Context: an optimization exercise on an open-source flow, tuned for small area, a short achievable clock period and few clock cycles per item. The choices shown serve that exercise and are no tape-out recipe.
RTL that was checked went through simulation tests only; none was proved equivalent to the original.
Power is estimated from default activity; no workload was simulated.

the previous run:
==> flow/design.v <==
package nand_cpu_pkg;
    localparam int ADDR_WIDTH = 16;
    localparam int DATA_SIZE = 8;
    localparam int MEM_TRANS_SIZE = 16;
    typedef logic [ADDR_WIDTH-1:0] addr_t;
    typedef logic [DATA_SIZE-1:0] instr_t;
    typedef logic [MEM_TRANS_SIZE-1:0] beat_t;
endpackage
module fetch_top (
    input logic clk,
    input logic n_rst,
    output logic instr_valid,
    input logic instr_ready,
    output nand_cpu_pkg::instr_t instr_data,
    output nand_cpu_pkg::addr_t instr_pc,
    input logic branch_valid,
    input nand_cpu_pkg::addr_t branch_target,
    output logic mem_req,
    output logic [12:0] mem_addr,
    input logic mem_ack,
    input logic [15:0] mem_data
);
    nand_cpu_pkg::addr_t pc;      
    logic out_valid;
    nand_cpu_pkg::instr_t out_data;
    logic [14:0] nf;              
    logic req;                    
    logic act;                    
    logic [1:0] beat;             
    logic stale;                  
    logic [15:0] fifo [2];
    logic rptr, wptr;
    logic ne;                     
    logic full;                   
    logic need, nxt0, beat_in, pop, keep, push, push_need, issue, restart;
    nand_cpu_pkg::beat_t head;
    assign mem_req = req;
    assign mem_addr = nf[14:2];
    assign instr_valid = out_valid;
    assign instr_pc = pc;
    assign instr_data = out_data;
    assign need = !out_valid || instr_ready;
    assign nxt0 = out_valid ^ pc[0];
    assign head = fifo[rptr];
    assign beat_in = act && !stale && (beat == nf[1:0]);
    assign pop = need && ne && nxt0;
    assign keep = beat_in && (!full || pop);
    assign push_need = ne ? (!full || nxt0) : !nxt0;
    assign push = beat_in && (need ? push_need : !full);
    assign issue = !req && (!act || beat == 2'd3);
    assign restart = issue && (branch_valid || stale);
    always_ff @(posedge clk) begin
        if (!n_rst) begin
            pc <= '0;
            out_valid <= 1'b0;
            nf <= '0;
            req <= 1'b0;
            act <= 1'b0;
            beat <= '0;
            stale <= 1'b0;
            rptr <= 1'b0;
            wptr <= 1'b0;
            ne <= 1'b0;
            full <= 1'b0;
        end else begin
            if (branch_valid || (out_valid && instr_ready)) begin
                pc <= branch_valid ? branch_target : pc + 1'b1;
            end
            out_valid <= !branch_valid && ((out_valid && !instr_ready) || ne || beat_in);
            if (req && mem_ack) begin
                req <= 1'b0;
                act <= 1'b1;
                beat <= '0;
            end else if (act) begin
                beat <= beat + 1'b1;
                if (beat == 2'd3) begin
                    act <= 1'b0;
                end
            end
            if (issue) begin
                req <= 1'b1;
            end
            stale <= !issue && (stale || branch_valid);
            if (restart || keep) begin
                nf <= !restart ? nf + 1'b1 :
                      branch_valid ? branch_target[15:1] : pc[15:1];
            end
            if (branch_valid) begin
                rptr <= 1'b0;
                wptr <= 1'b0;
                ne <= 1'b0;
                full <= 1'b0;
            end else begin
                if (push) begin
                    wptr <= !wptr;
                end
                if (pop) begin
                    rptr <= !rptr;
                end
                if (push != pop) begin
                    ne <= push || full;
                    full <= push && ne;
                end
            end
        end
    end
    always_ff @(posedge clk) begin
        if (need) begin
            if (ne) begin
                out_data <= nxt0 ? head[15:8] : head[7:0];
            end else begin
                out_data <= nxt0 ? mem_data[15:8] : mem_data[7:0];
            end
        end
        if (push) begin
            fifo[wptr] <= mem_data;
        end
    end
endmodule
Settings: LEC_CHECK=0, ABC_CLOCK_PERIOD_IN_PS=2500, CAP_MARGIN=20, CORE_MARGIN=2, CORE_UTILIZATION=40, PLACE_DENSITY=0.6, SETUP_SLACK_MARGIN=4.0, SLEW_MARGIN=20; clock period 6.5 ns.
standard.sh (not shown) runs the stock make flow with config.mk's settings and CLKGATE_MAP_FILE= SYNTH_SCRIPT=/design/flow/synth_recipe.tcl, a recipe that flattens the netlist after the stock synthesis.
==> flow/flow/run.sh <==
#!/bin/bash
# The standard layout, with the smallest buffer (buf_1) on every input and
# output port instead of the one buffer_ports picks by default.
set -euo pipefail
export BUFFER_PORTS_ARGS="-buffer_cell sky130_fd_sc_hd__buf_1"
bash standard.sh > standard_flow.log 2>&1
The previous run reached the final stage; the timing, design-rule and antenna checks on its layout passed.
Setup changes, the previous run to the current run
==> flow/design.v, changed modules only <==
module fetch_top (
    input logic clk,
    input logic n_rst,
    output logic instr_valid,
    input logic instr_ready,
    output nand_cpu_pkg::instr_t instr_data,
    output nand_cpu_pkg::addr_t instr_pc,
    input logic branch_valid,
    input nand_cpu_pkg::addr_t branch_target,
    output logic mem_req,
    output logic [12:0] mem_addr,
    input logic mem_ack,
    input logic [15:0] mem_data
);
    nand_cpu_pkg::addr_t pc;      
    logic out_valid;
    nand_cpu_pkg::instr_t out_data;
    logic [14:0] nf;              
    logic req;                    
    logic act;                    
    logic [1:0] beat;             
    logic stale;                  
    logic [15:0] fifo [2];
    logic rptr, wptr;
    logic ne;                     
    logic full;                   
    logic [1:0] cnt;              
    logic need, nxt0, beat_in, pop, keep, push, push_need, issue, restart;
    nand_cpu_pkg::beat_t head;
    nand_cpu_pkg::addr_t pc_next;
    assign mem_req = req;
    assign mem_addr = nf[14:2];
    assign instr_valid = out_valid;
    assign instr_pc = pc;
    assign instr_data = out_data;
    assign pc_next = branch_valid ? branch_target :
                     (out_valid && instr_ready) ? pc + 1'b1 : pc;
    assign need = !out_valid || instr_ready;
    assign nxt0 = out_valid ^ pc[0];
    assign rptr = pc[1] ^ (out_valid && pc[0]);
    assign wptr = nf[0];
    assign head = fifo[rptr];
    assign cnt = nf[1:0] - {pc[2] ^ (out_valid && pc[1] && pc[0]), rptr};
    assign ne = !stale && (cnt != 2'd0);
    assign full = !stale && cnt[1];
    assign beat_in = act && !stale && (beat == nf[1:0]);
    assign pop = need && ne && nxt0;
    assign keep = beat_in && (!full || pop);
    assign push_need = ne ? (!full || nxt0) : !nxt0;
    assign push = beat_in && (need ? push_need : !full);
    assign issue = !req && (!act || beat == 2'd3);
    assign restart = issue && (branch_valid || stale);
    always_ff @(posedge clk) begin
        if (!n_rst) begin
            pc <= '0;
            out_valid <= 1'b0;
            req <= 1'b0;
            act <= 1'b0;
            stale <= 1'b1;
        end else begin
            pc <= pc_next;
            out_valid <= !branch_valid && ((out_valid && !instr_ready) || ne || beat_in);
            if (req && mem_ack) begin
                req <= 1'b0;
                act <= 1'b1;
            end else if (act && beat == 2'd3) begin
                act <= 1'b0;
            end
            if (issue) begin
                req <= 1'b1;
            end
            stale <= !issue && (stale || branch_valid);
        end
    end
    always_ff @(posedge clk) begin
        if (act) begin
            beat <= beat + 1'b1;
        end else begin
            beat <= '0;
        end
        if (restart || keep) begin
            nf <= restart ? pc_next[15:1] : nf + 1'b1;
        end
        if (need) begin
            if (ne) begin
                out_data <= nxt0 ? head[15:8] : head[7:0];
            end else begin
                out_data <= nxt0 ? mem_data[15:8] : mem_data[7:0];
            end
        end
        if (push) begin
            fifo[wptr] <= mem_data;
        end
    end
endmodule
==> notes.md <==
- The current run ended with every stage complete and zero timing, DRC or antenna violations.
- Taking the current run as 1.0, the previous run lands at 0.73 on number of enable-type register cells in the synthesized netlist.
- Diff the previous run -> the current run: total power has decreased, overall routed net length went down, filler-free cell count of the finished design fell by 93.
- The current run: fraction of final layout cells sized beyond drive strength 1 higher than the previous run
Function was not checked in any run of this note: the RTL went through the layout flow alone.

---

fetch_top, a different RTL version from the one above (not shown whole).
Size in the first run: about 330 cells after synthesis, about 77 flip-flops, roughly 0.0040 mm^2 of cells after synthesis.
==> module fetch_top, before the edit <==
module fetch_top (
    input logic clk,
    input logic n_rst,
    output logic instr_valid,
    input logic instr_ready,
    output nand_cpu_pkg::instr_t instr_data,
    output nand_cpu_pkg::addr_t instr_pc,
    input logic branch_valid,
    input nand_cpu_pkg::addr_t branch_target,
    output logic mem_req,
    output logic [12:0] mem_addr,
    input logic mem_ack,
    input logic [15:0] mem_data
);
    nand_cpu_pkg::addr_t pc;      
    logic out_valid;
    nand_cpu_pkg::instr_t out_data;
    logic [14:0] nf;              
    logic req;                    
    logic act;                    
    logic [1:0] beat;             
    logic stale;                  
    logic [15:0] fifo [2];
    logic rptr, wptr;
    logic ne;                     
    logic full;                   
    logic [1:0] cnt;              
    logic need, nxt0, beat_in, pop, keep, push, push_need, issue, restart;
    nand_cpu_pkg::beat_t head;
    nand_cpu_pkg::addr_t pc_next;
    assign mem_req = req;
    assign mem_addr = nf[14:2];
    assign instr_valid = out_valid;
    assign instr_pc = pc;
    assign instr_data = out_data;
    assign pc_next = branch_valid ? branch_target :
                     (out_valid && instr_ready) ? pc + 1'b1 : pc;
    assign need = !out_valid || instr_ready;
    assign nxt0 = out_valid ^ pc[0];
    assign rptr = pc[1] ^ (out_valid && pc[0]);
    assign wptr = nf[0];
    assign head = fifo[rptr];
    assign cnt = nf[1:0] - {pc[2] ^ (out_valid && pc[1] && pc[0]), rptr};
    assign ne = !stale && (cnt != 2'd0);
    assign full = !stale && cnt[1];
    assign beat_in = act && !stale && (beat == nf[1:0]);
    assign pop = need && ne && nxt0;
    assign keep = beat_in && (!full || pop);
    assign push_need = ne ? (!full || nxt0) : !nxt0;
    assign push = beat_in && (need ? push_need : !full);
    assign issue = !req && (!act || beat == 2'd3);
    assign restart = issue && (branch_valid || stale);
    always_ff @(posedge clk) begin
        if (!n_rst) begin
            pc <= '0;
            out_valid <= 1'b0;
            req <= 1'b0;
            act <= 1'b0;
            stale <= 1'b1;
        end else begin
            pc <= pc_next;
            out_valid <= !branch_valid && ((out_valid && !instr_ready) || ne || beat_in);
            if (req && mem_ack) begin
                req <= 1'b0;
                act <= 1'b1;
            end else if (act && beat == 2'd3) begin
                act <= 1'b0;
            end
            if (issue) begin
                req <= 1'b1;
            end
            stale <= !issue && (stale || branch_valid);
        end
    end
    always_ff @(posedge clk) begin
        if (act) begin
            beat <= beat + 1'b1;
        end else begin
            beat <= '0;
        end
        if (restart || keep) begin
            nf <= !restart ? nf + 1'b1 :
                  branch_valid ? branch_target[15:1] : pc[15:1];
        end
        if (need) begin
            if (ne) begin
                out_data <= nxt0 ? head[15:8] : head[7:0];
            end else begin
                out_data <= nxt0 ? mem_data[15:8] : mem_data[7:0];
            end
        end
        if (push) begin
            fifo[wptr] <= mem_data;
        end
    end
endmodule
clock: 6.5 ns
lec_check: 0
abc_clock_period_in_ps: 2500
cap_margin: 20
core_margin: 2
core_utilization: 40
place_density: 0.6
setup_slack_margin: 4.2
slew_margin: 20
Scripts as last shown in full above: flow/flow/run.sh
Edit:
--- a/flow/design.v
+++ b/flow/design.v
@@ -27,32 +27,42 @@
     logic req;                    
     logic act;                    
     logic [1:0] beat;             
     logic stale;                  
     logic [15:0] fifo [2];
-    logic rptr, wptr;
+    logic rptr, wptr;             
     logic ne;                     
     logic full;                   
-    logic [1:0] cnt;              
     logic need, nxt0, beat_in, pop, keep, push, push_need, issue, restart;
     nand_cpu_pkg::beat_t head;
     nand_cpu_pkg::addr_t pc_next;
     assign mem_req = req;
     assign mem_addr = nf[14:2];
     assign instr_valid = out_valid;
     assign instr_pc = pc;
     assign instr_data = out_data;
+    nand_cpu_pkg::addr_t pc_inc;
+    logic [14:0] nf_inc;
+    always_comb begin
+        logic c;
+        c = 1'b1;
+        for (int i = 0; i < 16; i++) begin
+            pc_inc[i] = pc[i] ^ c;
+            c = c & pc[i];
+        end
+        c = 1'b1;
+        for (int i = 0; i < 15; i++) begin
+            nf_inc[i] = nf[i] ^ c;
+            c = c & nf[i];
+        end
+    end
     assign pc_next = branch_valid ? branch_target :
-                     (out_valid && instr_ready) ? pc + 1'b1 : pc;
+                     (out_valid && instr_ready) ? pc_inc : pc;
     assign need = !out_valid || instr_ready;
     assign nxt0 = out_valid ^ pc[0];
-    assign rptr = pc[1] ^ (out_valid && pc[0]);
-    assign wptr = nf[0];
     assign head = fifo[rptr];
-    assign cnt = nf[1:0] - {pc[2] ^ (out_valid && pc[1] && pc[0]), rptr};
-    assign ne = !stale && (cnt != 2'd0);
-    assign full = !stale && cnt[1];
+    assign wptr = rptr ^ (ne && !full);
     assign beat_in = act && !stale && (beat == nf[1:0]);
     assign pop = need && ne && nxt0;
     assign keep = beat_in && (!full || pop);
     assign push_need = ne ? (!full || nxt0) : !nxt0;
     assign push = beat_in && (need ? push_need : !full);
@@ -63,10 +73,12 @@
             pc <= '0;
             out_valid <= 1'b0;
             req <= 1'b0;
             act <= 1'b0;
             stale <= 1'b1;
+            ne <= 1'b0;
+            full <= 1'b0;
         end else begin
             pc <= pc_next;
             out_valid <= !branch_valid && ((out_valid && !instr_ready) || ne || beat_in);
             if (req && mem_ack) begin
                 req <= 1'b0;
@@ -76,21 +88,30 @@
             end
             if (issue) begin
                 req <= 1'b1;
             end
             stale <= !issue && (stale || branch_valid);
+            if (branch_valid) begin
+                ne <= 1'b0;
+                full <= 1'b0;
+            end else if (push != pop) begin
+                ne <= push || full;
+                full <= push && ne;
+            end
         end
     end
     always_ff @(posedge clk) begin
         if (act) begin
             beat <= beat + 1'b1;
         end else begin
             beat <= '0;
         end
         if (restart || keep) begin
-            nf <= !restart ? nf + 1'b1 :
-                  branch_valid ? branch_target[15:1] : pc[15:1];
+            nf <= restart ? pc_next[15:1] : nf_inc;
+        end
+        if (pop) begin
+            rptr <= !rptr;
         end
         if (need) begin
             if (ne) begin
                 out_data <= nxt0 ? head[15:8] : head[7:0];
             end else begin
The changed run went through all stages and came out clean.
Sequential power hardly moves.
Clock-buffer cell count rose by 2.
Wire length decreases by 14%.
Power shrinks by 18%.
Final cell count goes down by 3.9%.
Clock skew barely changes.
Utilization decreases by 0.90 points.
Function was not checked in any run of this note: the RTL went through the layout flow alone.

---

RTL: one of the versions met above, not the one the previous note started from.
Size in the first run: about 310 cells after synthesis, about 77 flip-flops.
==> module fetch_top, before the edit <==
module fetch_top (
    input logic clk,
    input logic n_rst,
    output logic instr_valid,
    input logic instr_ready,
    output nand_cpu_pkg::instr_t instr_data,
    output nand_cpu_pkg::addr_t instr_pc,
    input logic branch_valid,
    input nand_cpu_pkg::addr_t branch_target,
    output logic mem_req,
    output logic [12:0] mem_addr,
    input logic mem_ack,
    input logic [15:0] mem_data
);
    nand_cpu_pkg::addr_t pc;      
    logic out_valid;
    nand_cpu_pkg::instr_t out_data;
    logic [14:0] nf;              
    logic req;                    
    logic act;                    
    logic [1:0] beat;             
    logic stale;                  
    logic [15:0] fifo [2];
    logic rptr, wptr;
    logic ne;                     
    logic full;                   
    logic [1:0] cnt;              
    logic need, nxt0, beat_in, pop, keep, push, push_need, issue, restart;
    nand_cpu_pkg::beat_t head;
    nand_cpu_pkg::addr_t pc_next;
    assign mem_req = req;
    assign mem_addr = nf[14:2];
    assign instr_valid = out_valid;
    assign instr_pc = pc;
    assign instr_data = out_data;
    assign pc_next = branch_valid ? branch_target :
                     (out_valid && instr_ready) ? pc + 1'b1 : pc;
    assign need = !out_valid || instr_ready;
    assign nxt0 = out_valid ^ pc[0];
    assign rptr = pc[1] ^ (out_valid && pc[0]);
    assign wptr = nf[0];
    assign head = fifo[rptr];
    assign cnt = nf[1:0] - {pc[2] ^ (out_valid && pc[1] && pc[0]), rptr};
    assign ne = !stale && (cnt != 2'd0);
    assign full = !stale && cnt[1];
    assign beat_in = act && !stale && (beat == nf[1:0]);
    assign pop = need && ne && nxt0;
    assign keep = beat_in && (!full || pop);
    assign push_need = ne ? (!full || nxt0) : !nxt0;
    assign push = beat_in && (need ? push_need : !full);
    assign issue = !req && (!act || beat == 2'd3);
    assign restart = issue && (branch_valid || stale);
    always_ff @(posedge clk) begin
        if (!n_rst) begin
            pc <= '0;
            out_valid <= 1'b0;
            req <= 1'b0;
            act <= 1'b0;
            stale <= 1'b1;
        end else begin
            pc <= pc_next;
            out_valid <= !branch_valid && ((out_valid && !instr_ready) || ne || beat_in);
            if (req && mem_ack) begin
                req <= 1'b0;
                act <= 1'b1;
            end else if (act && beat == 2'd3) begin
                act <= 1'b0;
            end
            if (issue) begin
                req <= 1'b1;
            end
            stale <= !issue && (stale || branch_valid);
        end
    end
    always_ff @(posedge clk) begin
        if (act) begin
            beat <= beat + 1'b1;
        end else begin
            beat <= '0;
        end
        if (restart || keep) begin
            nf <= restart ? pc_next[15:1] : nf + 1'b1;
        end
        if (need) begin
            if (ne) begin
                out_data <= nxt0 ? head[15:8] : head[7:0];
            end else begin
                out_data <= nxt0 ? mem_data[15:8] : mem_data[7:0];
            end
        end
        if (push) begin
            fifo[wptr] <= mem_data;
        end
    end
endmodule
Settings: LEC_CHECK=0, ABC_CLOCK_PERIOD_IN_PS=2500, CAP_MARGIN=20, CORE_MARGIN=2, CORE_UTILIZATION=40, PLACE_DENSITY=0.6, SETUP_SLACK_MARGIN=4.2, SLEW_MARGIN=20; clock period 6.5 ns.
Scripts as last shown in full above: flow/flow/run.sh
Next try:
--- a/flow/design.v
+++ b/flow/design.v
@@ -29,10 +29,9 @@
     logic [1:0] beat;             
     logic stale;                  
     logic [15:0] fifo [2];
-    logic rptr, wptr;
+    logic rptr, wptr;             
     logic ne;                     
     logic full;                   
-    logic [1:0] cnt;              
     logic need, nxt0, beat_in, pop, keep, push, push_need, issue, restart;
     nand_cpu_pkg::beat_t head;
     nand_cpu_pkg::addr_t pc_next;
@@ -45,12 +44,8 @@
                      (out_valid && instr_ready) ? pc + 1'b1 : pc;
     assign need = !out_valid || instr_ready;
     assign nxt0 = out_valid ^ pc[0];
-    assign rptr = pc[1] ^ (out_valid && pc[0]);
-    assign wptr = nf[0];
     assign head = fifo[rptr];
-    assign cnt = nf[1:0] - {pc[2] ^ (out_valid && pc[1] && pc[0]), rptr};
-    assign ne = !stale && (cnt != 2'd0);
-    assign full = !stale && cnt[1];
+    assign wptr = rptr ^ (ne && !full);
     assign beat_in = act && !stale && (beat == nf[1:0]);
     assign pop = need && ne && nxt0;
     assign keep = beat_in && (!full || pop);
@@ -65,6 +60,8 @@
             req <= 1'b0;
             act <= 1'b0;
             stale <= 1'b1;
+            ne <= 1'b0;
+            full <= 1'b0;
         end else begin
             pc <= pc_next;
             out_valid <= !branch_valid && ((out_valid && !instr_ready) || ne || beat_in);
@@ -78,6 +75,13 @@
                 req <= 1'b1;
             end
             stale <= !issue && (stale || branch_valid);
+            if (branch_valid) begin
+                ne <= 1'b0;
+                full <= 1'b0;
+            end else if (push != pop) begin
+                ne <= push || full;
+                full <= push && ne;
+            end
         end
     end
     always_ff @(posedge clk) begin
@@ -88,6 +92,9 @@
         end
         if (restart || keep) begin
             nf <= restart ? pc_next[15:1] : nf + 1'b1;
+        end
+        if (pop) begin
+            rptr <= !rptr;
         end
         if (need) begin
             if (ne) begin
=>
- The new run finished clean
- via count came out higher by 4.9%
- maximum frequency came out higher by 3.6%
- total power came out lower by 5.8%
- sequential power came out higher by about 2%
- register-to-register slack gets better by 0.20 ns
- first-iteration DRC count came out higher by 95%
- worst setup slack gets better by 0.082 ns
- final area came out lower by 0.90%
- non-clock buffer count came out lower by 6
- final cell count came out higher by 2.9%
- global-route usage came out lower by 0.58 points
- sequential share of layout area came out higher by 2.3 points
Testbench counts after the change, summed over its fixed seeds: cycles 64,126, bytes 34,829.
For the first run of this note, only the layout was checked, not whether the RTL still works.

## what the ideal ports hide
Ports are ideal in the flow. The routed layouts listed here were re-timed in OpenROAD.
Step 1 sets driving cells, clkbuf_16 on the clock port and buf_2 on the other inputs (assumed; they add their load-dependent delay and slew).
Step 2 times the ports against the registers' clock, not the clock port: input delays grow and output delays shrink by t, the midpoint of the rising clock arrivals with the driver on.
a / b / c = ideal ports / drivers / drivers and shift; a / b = the first two.
run	t, ns	setup WS [ns]	worst setup path after step 2	clock arrival spread, ns	cell pins on the clock port's net
the previous run	0.389	4.049 / 4.048 / 3.662	input to register	0.012 / 0.012	1
the current run	0.388	4.050 / 4.038 / 3.669	input to register	0.010 / 0.011	1
the first run of note 2	0.379	4.103 / 4.071 / 3.692	input to register	0.010 / 0.010	1
the second run of note 2	0.377	3.262 / 3.262 / 3.262	register to register	0.011 / 0.011	1
the first run of note 3	0.371	4.146 / 4.123 / 3.752	input to register	0.017 / 0.017	1
the second run of note 3	0.386	4.228 / 4.195 / 3.834	input to register	0.016 / 0.016	1
After both steps every run listed still meets setup and hold. For the first run of note 2, which loses most, drivers alone change the setup slack by -0.032 ns; drivers and shift together by -0.411 ns.
